From an optimization exercise on the open Yosys and OpenROAD flow, aimed at small area; shortcuts taken in it are not production practice. The RTL was checked by simulation tests, not by an equivalence proof against the original design. Power figures rest on the tool's default switching activity, not on a simulated workload.

===== flow/design.v =====
module apb_completer_mem #(
    parameter int ADDR_W = 60,
    parameter int DATA_W = 32,
    parameter int IDX_W  = 4,
    parameter int WAIT_W = 4,
    parameter int CNT_W  = 16
) (
    input  logic                pclk,
    input  logic                preset,
    input  logic                psel,
    input  logic                penable,
    input  logic                pwrite,
    input  logic [ADDR_W-1:0]   paddr,
    input  logic [DATA_W-1:0]   pwdata,
    input  logic [DATA_W/8-1:0] pstrb,
    input  logic [WAIT_W-1:0]   wait_cfg,
    output logic                pready,
    output logic [DATA_W-1:0]   prdata,
    output logic                pslverr,
    output logic [CNT_W-1:0]    wr_cnt,
    output logic [CNT_W-1:0]    rd_cnt,
    output logic [CNT_W-1:0]    err_cnt
);
    localparam int STRB_W    = DATA_W / 8;
    localparam int MEM_DEPTH = 2 ** IDX_W;
    logic                               done_q, wait_q;
    logic [WAIT_W-1:0]                  cnt_q;
    logic [IDX_W-1:0]                   idx_q;
    logic                               err_q, rdok_q;
    logic [MEM_DEPTH-1:0]               vld_q;
    logic [MEM_DEPTH-1:0][DATA_W-1:0]   mem_q;
    logic [CNT_W-1:0]                   wr_cnt_q, rd_cnt_q, err_cnt_q;
    logic idle, setup, last, a_err, commit, wr_commit;
    logic done_d, wait_d;
    logic [DATA_W-1:0] wdata_m;
    assign idle   = !wait_q && !done_q;
    assign setup  = idle && psel && !penable;
    assign last   = (cnt_q == WAIT_W'(1));
    assign a_err  = (paddr[1:0] != 2'b00) || (paddr[ADDR_W-1:IDX_W+2] != '0);
    assign done_d = setup ? (wait_cfg == '0) : (wait_q && psel && last);
    assign wait_d = setup ? (wait_cfg != '0) : (wait_q && psel && !last);
    assign commit    = done_q && psel;
    assign wr_commit = commit && !err_q && !rdok_q;
    always_comb begin
        for (int b = 0; b < STRB_W; b++) begin
            wdata_m[8*b +: 8] = pwdata[8*b +: 8] & {8{pstrb[b]}};
        end
    end
    always_ff @(posedge pclk or posedge preset) begin
        if (preset) begin
            done_q <= 1'b0;
            wait_q <= 1'b0;
        end else begin
            done_q <= done_d;
            wait_q <= wait_d;
        end
    end
    always_ff @(posedge pclk) begin
        cnt_q  <= wait_q ? cnt_q - 1'b1 : wait_cfg;
        idx_q  <= paddr[IDX_W+1:2];
        err_q  <= a_err;
        rdok_q <= !pwrite && !a_err;
    end
    for (genvar w = 0; w < MEM_DEPTH; w++) begin : g_word
        logic we;
        assign we = wr_commit && (idx_q == IDX_W'(w));
        always_ff @(posedge pclk or posedge preset) begin
            if (preset) vld_q[w] <= 1'b0;
            else if (we) vld_q[w] <= 1'b1;
        end
        for (genvar b = 0; b < STRB_W; b++) begin : g_byte
            always_ff @(posedge pclk) begin
                if (we && (pstrb[b] || !vld_q[w]))
                    mem_q[w][8*b +: 8] <= wdata_m[8*b +: 8];
            end
        end
    end
    always_ff @(posedge pclk or posedge preset) begin
        if (preset) begin
            wr_cnt_q  <= '0;
            rd_cnt_q  <= '0;
            err_cnt_q <= '0;
        end else if (commit) begin
            if (err_q) begin
                if (err_cnt_q != '1) err_cnt_q <= err_cnt_q + 1'b1;
            end else if (rdok_q) begin
                if (rd_cnt_q != '1) rd_cnt_q <= rd_cnt_q + 1'b1;
            end else begin
                if (wr_cnt_q != '1) wr_cnt_q <= wr_cnt_q + 1'b1;
            end
        end
    end
    always_comb begin
        prdata = '0;
        for (int w = 0; w < MEM_DEPTH; w++) begin
            if (done_q && rdok_q && vld_q[w] && idx_q == IDX_W'(w))
                prdata = prdata | mem_q[w];
        end
    end
    assign pready  = done_q;
    assign pslverr = done_q && err_q;
    assign wr_cnt  = wr_cnt_q;
    assign rd_cnt  = rd_cnt_q;
    assign err_cnt = err_cnt_q;
endmodule

===== flow/constraint.sdc =====
create_clock -name core_clock -period 5.0 [get_ports {pclk}]
set_input_delay 1.0000 -clock core_clock [delete_from_list [all_inputs] [get_ports {pclk}]]
set_output_delay 1.0000 -clock core_clock [all_outputs]
set_load 0.01 [all_outputs]

===== flow/config.mk =====
export PLATFORM = sky130hd
export DESIGN_NAME = apb_completer_mem
export DESIGN_NICKNAME = apb_completer_mem
export VERILOG_FILES = /design/flow/design.v
export SDC_FILE = /design/flow/constraint.sdc
export NUM_CORES = 4
export LEC_CHECK = 0
export CAP_MARGIN = 20
export CORE_MARGIN = 2
export CORE_UTILIZATION = 40
export SLEW_MARGIN = 20

===== flow/run.sh =====
#!/bin/bash
# synth_recipe.tcl (not shown) runs the flow's synth.tcl, then flattens the netlist and writes it again
# the make line also repeats each setting of config.mk as NAME=value (left out here)
make -C /OpenROAD-flow-scripts/flow DESIGN_CONFIG=/design/flow/config.mk WORK_HOME=/design/flow/orfs CLKGATE_MAP_FILE= SYNTH_SCRIPT=/design/flow/synth_recipe.tcl finish

==> results.tsv, run 1 <==
metric	value	unit
worst_setup_path_start_kind	register	
fp.coreArea	0.0566	mm²
cts_max_level	2	
grt_pass1_vias	14800	
cp_data_arrival_time	3.76	ns
die-area	0.0595	mm²
r2r_end	mem_q[337]	
setup_tns	0	ns
dp_hpwl	47800	µm
required	4.00	ns
dpl.cell_count	2460	
whs_path_depth	1	
yosysWarningCount	1	
synth.cell_area	0.0230	mm²
finalCritPeriodShare	95.3	%
syn2layout_area_growth	22.0	%
hp-class	register to register	
drive_gt1_share	11.6	%
diodes	0	
seq_area	0.0172	mm²
synth_area_leader_cell	edfxtp_1	
grt_antenna_before_repair	1	
clk_pin_slew_worst_paths	0.06	ns
synthArstFlopShare	11.2	%
nFillCells	4811	
maxCapViolCount	0	
ff2ff_path_depth	4	
crit_start	idx_q[1]	
drt-total-wl	72700	µm
finalClockSkew	0.0293	ns
synth_edf_count	512	
synth_seq_cells	588	
synth_cells	1501	
multi_input_area	0.00537	mm²
gr-total-overflow	0	
synth_area_leaders	edfxtp_1 67%, dfrtp_1 7.2%, a22oi_1 3.4%	
seq_area_frac_synth	74.8	%
r2r_start	idx_q[3]	
routedWlPerCell	28.3	µm
maxSlewHeadroom	22.9	%
vias	15300	
dr.pass1.iters	8	
ios	187	
grt_max_degree	44	
dieHeight	244	µm
clock_latency	0.62	ns
critical_path.endpoint_type	output pin	
criticalPathCategory	register to output pin	
worst_pin_slew	1.16	ns
nets	1872	
status	timing/DRC/antenna clean	
stdcell_count	2566	
yosysMostFrequentCell	edfxtp_1	
fmax	210	MHz
gr-usage-all-layers	24.4	%
power_density	353	mW/mm²
worstPathMaxFanout	18	
cts-buffers-inserted	56	
setup_viol	0	
leakagePower	8.81	nW
grt_pass1_wl	105000	µm
rsz0062_at_grt	no	
tritoncts	done	
clockBufferDepth	3	
post_cts_buffers	0	
numPortBuffers	186	
initial_utilization	40.7	%
hold_viol_final	0	
gp_congestion	0.959	
whs	0.500	ns
synth_nets	1611	
drtAntennaViolNets	0	
cts_root_buffer	clkbuf_16	
finalCriticalPeriod	4.76	ns
crit_end	prdata[2]	
synthFlopType	edfxtp_1	
synth_top_area_share	66.8	%
rows	87	
first_iter_violations	2044	
route.detailed.drc	0	
ir_worst_vdd	0.256	mV
finalMaxSlewViolations	0	
synthTopCellsByCount	512 x edfxtp_1, 121 x a21oi_1, 103 x a22oi_1, 84 x nand2_1, 66 x dfrtp_1	
vias_per_cell	5.95	
yosysUniqueCellTypes	61	
cts.sinks	588	
fp.dieW	244	µm
ff2ff_setup_slack	1.84	ns
synth.avg_cell_area	15.3	µm²
per-stage QoR:
step | setup slack, ns | total power (W) | cell area [µm²] | util [%]
floorplan | 2.05 | 0.00556 | 23000 | -
global placement | 0.587 | 0.00571 | 26200 | 46.3
detailed placement | 0.562 | 0.00572 | 26200 | 46.4
CTS | 0.111 | 0.00996 | 28100 | 49.6
global route | 0.148 | 0.0102 | 28100 | 49.6
finish | 0.236 | 0.00991 | 28100 | 49.6
routing by layer:
layer / GRT usage (%) / wire [µm] / up-vias
li1: - / - / 6541
met1: 33.5 / 28700 / 7706
met2: 39.3 / 34300 / 847
met3: 4.13 / 7090 / 167
met4: 8.48 / 2650 / 0
met5: 0 / 0 / -
layout make-up:
class                           count  share of cell area, %
Multi-Input combinational cell    813                   19.1
Timing Repair Buffer              291                   9.48
Clock inverter                     39                   1.34
Inverter                           12                  0.165
Tap cell                          756                   3.37
Clock buffer                       67                   5.21
Sequential cell                   588                   61.3
timing repair:
item / CTS / global route
setup endpoints to repair: 0 / 4
resized for setup: 0 / 1
hold buffers: 0 / 0
worst min path at each step:
stage	from	end	slack (ns)
after global placement	wr_cnt_q[14]	wr_cnt_q[14]	0.48
after global routing	wr_cnt_q[14]	wr_cnt_q[14]	0.52
after detailed placement	rd_cnt_q[7]	rd_cnt_q[7]	0.49
after CTS	wr_cnt_q[14]	wr_cnt_q[14]	0.50
final	wr_cnt_q[14]	wr_cnt_q[14]	0.50
after floorplan	vld_q[9]	vld_q[9]	0.51
where the power goes:
| group | leakage, nW | internal [W] | switching, W |
|---|---|---|---|
| clock | 0.898 | 0.00245 | 0.00184 |
| sequential | 5.01 | 0.00535 | 0.0000181 |
| combinational | 2.90 | 0.000105 | 0.000146 |
| total | 8.81 | 0.00790 | 0.00200 |
cells in the final DEF (no fill, tap or decap), types with 24 or more instances in the layout:
cell             Yosys  layout
dfrtp_1             66      66
and2_1              42      41
edfxtp_1           512     512
buf_4                1     104
clkbuf_16            0      57
nor2_1              35      35
a22o_1              29      29
clkdlybuf4s50_1      0     186
a21oi_1            121     117
nand4_1             34      34
a32oi_1             24      24
nand3_1             42      42
a22oi_1            103     103
xnor2_1             33      33
nand2_1             84      84
critical path: stages (launching register included):
cell	delay (ns)
dfxtp_1	0.55
nand4b_1	0.47
buf_4	0.37
nor2b_4	0.69
a22oi_1	0.15
o211ai_1	0.19
or4_1	0.18
clkdlybuf4s50_1	0.55
cell families after synthesis:
family	Yosys count	synth area share (%)
compound gates	391	12.2
simple gates	369	8.81
buf+inv	100	2.05
mux	4	0.196
flops	588	74.8
xor+xnor	44	1.67
fa+ha+maj	5	0.272
flip-flops by register name (all words and copies together) (netlist names):
name	count
idx_q	4
vld_q	16
wr_cnt_q	16
done_q	1
err_q	1
err_cnt_q	16
wait_q	1
mem_q	512
rd_cnt_q	16
cnt_q	4
rdok_q	1
==> inputs of run 2 (changes only) <==
--- a/flow/config.mk
+++ b/flow/config.mk
@@ -6,6 +6,7 @@
 export NUM_CORES = 4
 export LEC_CHECK = 0
-export CAP_MARGIN = 20
+export CAP_MARGIN = 0
 export CORE_MARGIN = 2
 export CORE_UTILIZATION = 40
-export SLEW_MARGIN = 20
+export CTS_BUF_LIST = sky130_fd_sc_hd__clkbuf_4
+export SLEW_MARGIN = 0
==> run 2 against run 1 <==
  * Via count increased by 4.6%
  * Wire length increased by 1.8%
  * Clock-buffer cell count increased by 148
  * First-iteration DRC count decreased by 3.3%
  * Clock power decreased by 2%
  * Clock skew increased by 0.015 ns
  * Synthesized cell count unchanged
  * Register-to-register slack got worse by 0.29 ns
  * Core utilization increased by 0.36 points
==> results.tsv, run 2 <==
metric	value	unit	change
crit_start	vld_q[1]		was idx_q[1]
synth_area_leader_cell	edfxtp_1		unchanged
met2_usage	39.6	%	was 39.3%
numPortBuffers	186		unchanged
max_stage_delay	0.65	ns	was 0.69 ns
critical_path.endpoint_type	output pin		unchanged
syn2layout_area_growth	22.9	%	was 22.0%
mostFrequentLayoutCells	512 x edfxtp_1, 215 x clkbuf_4, 186 x clkdlybuf4s50_1		was 512 x edfxtp_1, 186 x clkdlybuf4s50_1, 117 x a21oi_1
crit_end	prdata[21]		was prdata[2]
cts-buffers-inserted	147		was 56
rsz0062_at_grt	no		unchanged
rows	87		unchanged
drive_gt1_share	18.8	%	was 11.6%
seq_area_frac_synth	74.8	%	unchanged
cp_data_arrival_time	3.88	ns	was 3.76 ns
grt_use_met3	6.19	%	was 4.13%
leakagePower	9.11	nW	was 8.81 nW
vias	16000		was 15,300
finalClockSkew	0.0445	ns	was 0.0293 ns
r2r_end	mem_q[282]		was mem_q[337]
synth_seq_cells	588		unchanged
status	timing/DRC/antenna clean		unchanged
cts.sinks	588		unchanged
drtAntennaViolNets	0		unchanged
fmax	205	MHz	was 210 MHz
power_density	348	mW/mm²	was 353 mW/mm²
initial_utilization	40.7	%	unchanged
grt_antenna_before_repair	2		was 1
finalCritPeriodShare	97.6	%	was 95.3%
clk_pin_slew_worst_paths	0.06	ns	about the same
worstPathMaxFanout	8		was 18
fp.dieW	244	µm	unchanged
finalMaxSlewViolations	0		unchanged
synth_edf_count	512		unchanged
yosysUniqueCellTypes	61		unchanged
worst_pin_slew	1.46	ns	was 1.16 ns
ios	187		unchanged
multi_input_area	0.00536	mm²	was 0.00537 mm²
critPathSlowestCell	nor3b_4		was nor2b_4
drt-total-wl	74100	µm	was 72,700 µm
criticalPathCategory	register to output pin		unchanged
synth.avg_cell_area	15.3	µm²	unchanged
gr-total-overflow	0		unchanged
yosysMostFrequentCell	edfxtp_1		unchanged
maxSlewHeadroom	2.92	%	was 22.9%
nFillCells	4886		was 4,811
ff2ff_setup_slack	1.55	ns	was 1.84 ns
synthTopCellsByCount	512 x edfxtp_1, 121 x a21oi_1, 103 x a22oi_1, 84 x nand2_1, 66 x dfrtp_1		unchanged
synthArstFlopShare	11.2	%	unchanged
finalCriticalPeriod	4.88	ns	was 4.76 ns
largest_register_ffs	512		unchanged
ff2ff_path_depth	4		unchanged
synthFlopType	edfxtp_1		unchanged
required	4.00	ns	about the same
seq_area	0.0172	mm²	about the same
cp.depth	7		unchanged
globalRouteMet1Util	32.7	%	was 33.5%
first_iter_violations	1977		was 2,044
route.detailed.drc	0		unchanged
r2r_start	done_q		was idx_q[3]
worst_setup_path_start_kind	register		unchanged
die-area	0.0595	mm²	unchanged
yosysWarningCount	1		unchanged
gp_congestion	0.959		unchanged
clock_latency	1.00	ns	was 0.62 ns
gr-usage-all-layers	24.9	%	was 24.4%
maxCapViolCount	0		unchanged
cts_root_buffer	clkbuf_4		was clkbuf_16
path_cells	nor3b_4 -> nor2b_1 -> buf_4 -> a222oi_1 -> o21ai_0 -> or3_1 -> clkdlybuf4s50_1		was nand4b_1 -> buf_4 -> nor2b_4 -> a22oi_1 -> o211ai_1 -> or4_1 -> clkdlybuf4s50_1
tritoncts	done		unchanged
cts_hold_buf	0		unchanged
vias_per_cell	5.86		was 5.95
synth_top_area_share	66.8	%	unchanged
regMostFlops	mem_q		unchanged
grt_pass1_vias	15700		was 14,800
fp.coreArea	0.0566	mm²	unchanged
busiest_layer	met2		unchanged
ir_worst_vdd	0.164	mV	was 0.256 mV
layout_commonest_cell	edfxtp_1		unchanged
grt_max_degree	44		unchanged
setup_tns	0	ns	unchanged
dieHeight	244	µm	unchanged
whs	0.482	ns	was 0.500 ns
dp_hpwl	47900	µm	was 47,800 µm
dr.pass1.iters	5		was 8
cp_top_family	simple AND/OR/NAND/NOR gates		unchanged
cts_max_level	4		was 2
hold_viol_final	0		unchanged
synth_area_leaders	edfxtp_1 67%, dfrtp_1 7.2%, a22oi_1 3.4%		unchanged
clockBufferDepth	3		unchanged
hp-class	input pin to register		was register to register
synth_nets	1611		unchanged
grt_pass1_wl	107000	µm	was 105,000 µm
synth.cell_area	0.0230	mm²	unchanged
setup_viol	0		unchanged
path_buf_inv	2		unchanged
routedWlPerCell	27.2	µm	was 28.3 µm
nets	1969		was 1,872
synth_cells	1501		unchanged
-- run 2: cell counts after synthesis --
Identical to the previous run, type by type.
-- run 2: layout make-up --
class / instances / share of cell area (%)
flip-flops and latches: 588 / 60.9
multi-input cells: 813 / 18.9
repair buffers: 297 / 9.70
clock buffers: 215 / 5.70
well taps: 756 / 3.34
clock inverters: 44 / 1.25
inverters: 12 / 0.159
diodes: 2 / 0.0177
-- run 2: stage by stage --
step | utilization, % | instance area, µm² | power, W | cells | worst slack (ns)
after floorplan | - | 23000 | 0.00556 | 1501 | 2.05
after global placement | 46.3 | 26200 | 0.00571 | 2460 | 0.587
after detailed placement | 46.3 | 26200 | 0.00572 | 2460 | 0.560
after CTS | 49.9 | 28300 | 0.00991 | 2724 | 0.0425
after global routing | 50.0 | 28300 | 0.0102 | 2726 | 0.000394
final | 50.0 | 28300 | 0.00984 | 2727 | 0.119
-- run 2: logic make-up after synthesis --
kind of cell | count (synthesis) | synth area share (%)
muxes | 4 | 0.196
and+or+nand+nor | 369 | 8.81
xor gates and xnor gates | 44 | 1.67
adders and majority gates | 5 | 0.272
AOI/OAI and AO/OA | 391 | 12.2
buffers and inverters | 100 | 2.05
DFF | 588 | 74.8
-- run 2: power by group --
part | total [W] | internal [W] | switching, W
Clock | 0.00422 | 0.00229 | 0.00193
Combinational | 0.000253 | 0.000107 | 0.000146
Sequential | 0.00536 | 0.00534 | 0.0000185
Total | 0.00984 | 0.00774 | 0.00210
-- run 2: timing repair --
item	4_1_cts	5_1_grt
buffers inserted	5	1
endpoints found under the setup margin	25	9
pin swaps	0	0
resized for setup	7	7
-- run 2: how the worst min path moves through the flow --
stage,from,endpoint,slack (ns),depth (start not counted)
finish,paddr[2],idx_q[0],0.48,1
global route,paddr[2],idx_q[0],0.41,1
CTS,paddr[2],idx_q[0],0.40,1
detailed placement,wr_cnt_q[14],wr_cnt_q[14],0.49,1
global placement,wr_cnt_q[14],wr_cnt_q[14],0.48,1
floorplan,vld_q[9],vld_q[9],0.51,1
-- run 2: layer usage --
layer,vias to the layer above,wire [µm]
li1,6851,-
met1,8002,29100
met2,963,35000
met3,153,7360
met4,0,2630
met5,-,0
-- run 2: worst register-to-register path, cell delays in order, from the launching register on --
cell,delay [ns]
dfrtp_2,0.47
and4bb_2,0.39
nor3b_1,0.60
nand2_1,0.39
a21oi_1,1.20

-- static timing again, ports no longer ideal --
Ports are ideal in the flow. The routed layouts listed here were re-timed in OpenROAD. Step 1 assumes that a clkbuf_16 drives the clock port and a buf_2 every other input. Step 2 also shifts input and output timing later by t, the mid clock arrival at the registers, as if the neighbouring blocks saw the same clock. Slacks: ideal ports / drivers / drivers and shift; pairs: ideal ports / drivers.
| run | t (ns) | setup WS [ns] | worst setup path after step 2 |
|---|---|---|---|
| run 1 | 0.662 | 0.236 / 0.182 / 0.838 | input to register |
| run 2 | 1.030 | 0.119 / 0.064 / 0.417 | input to register |
After both steps every run listed still meets setup and hold.
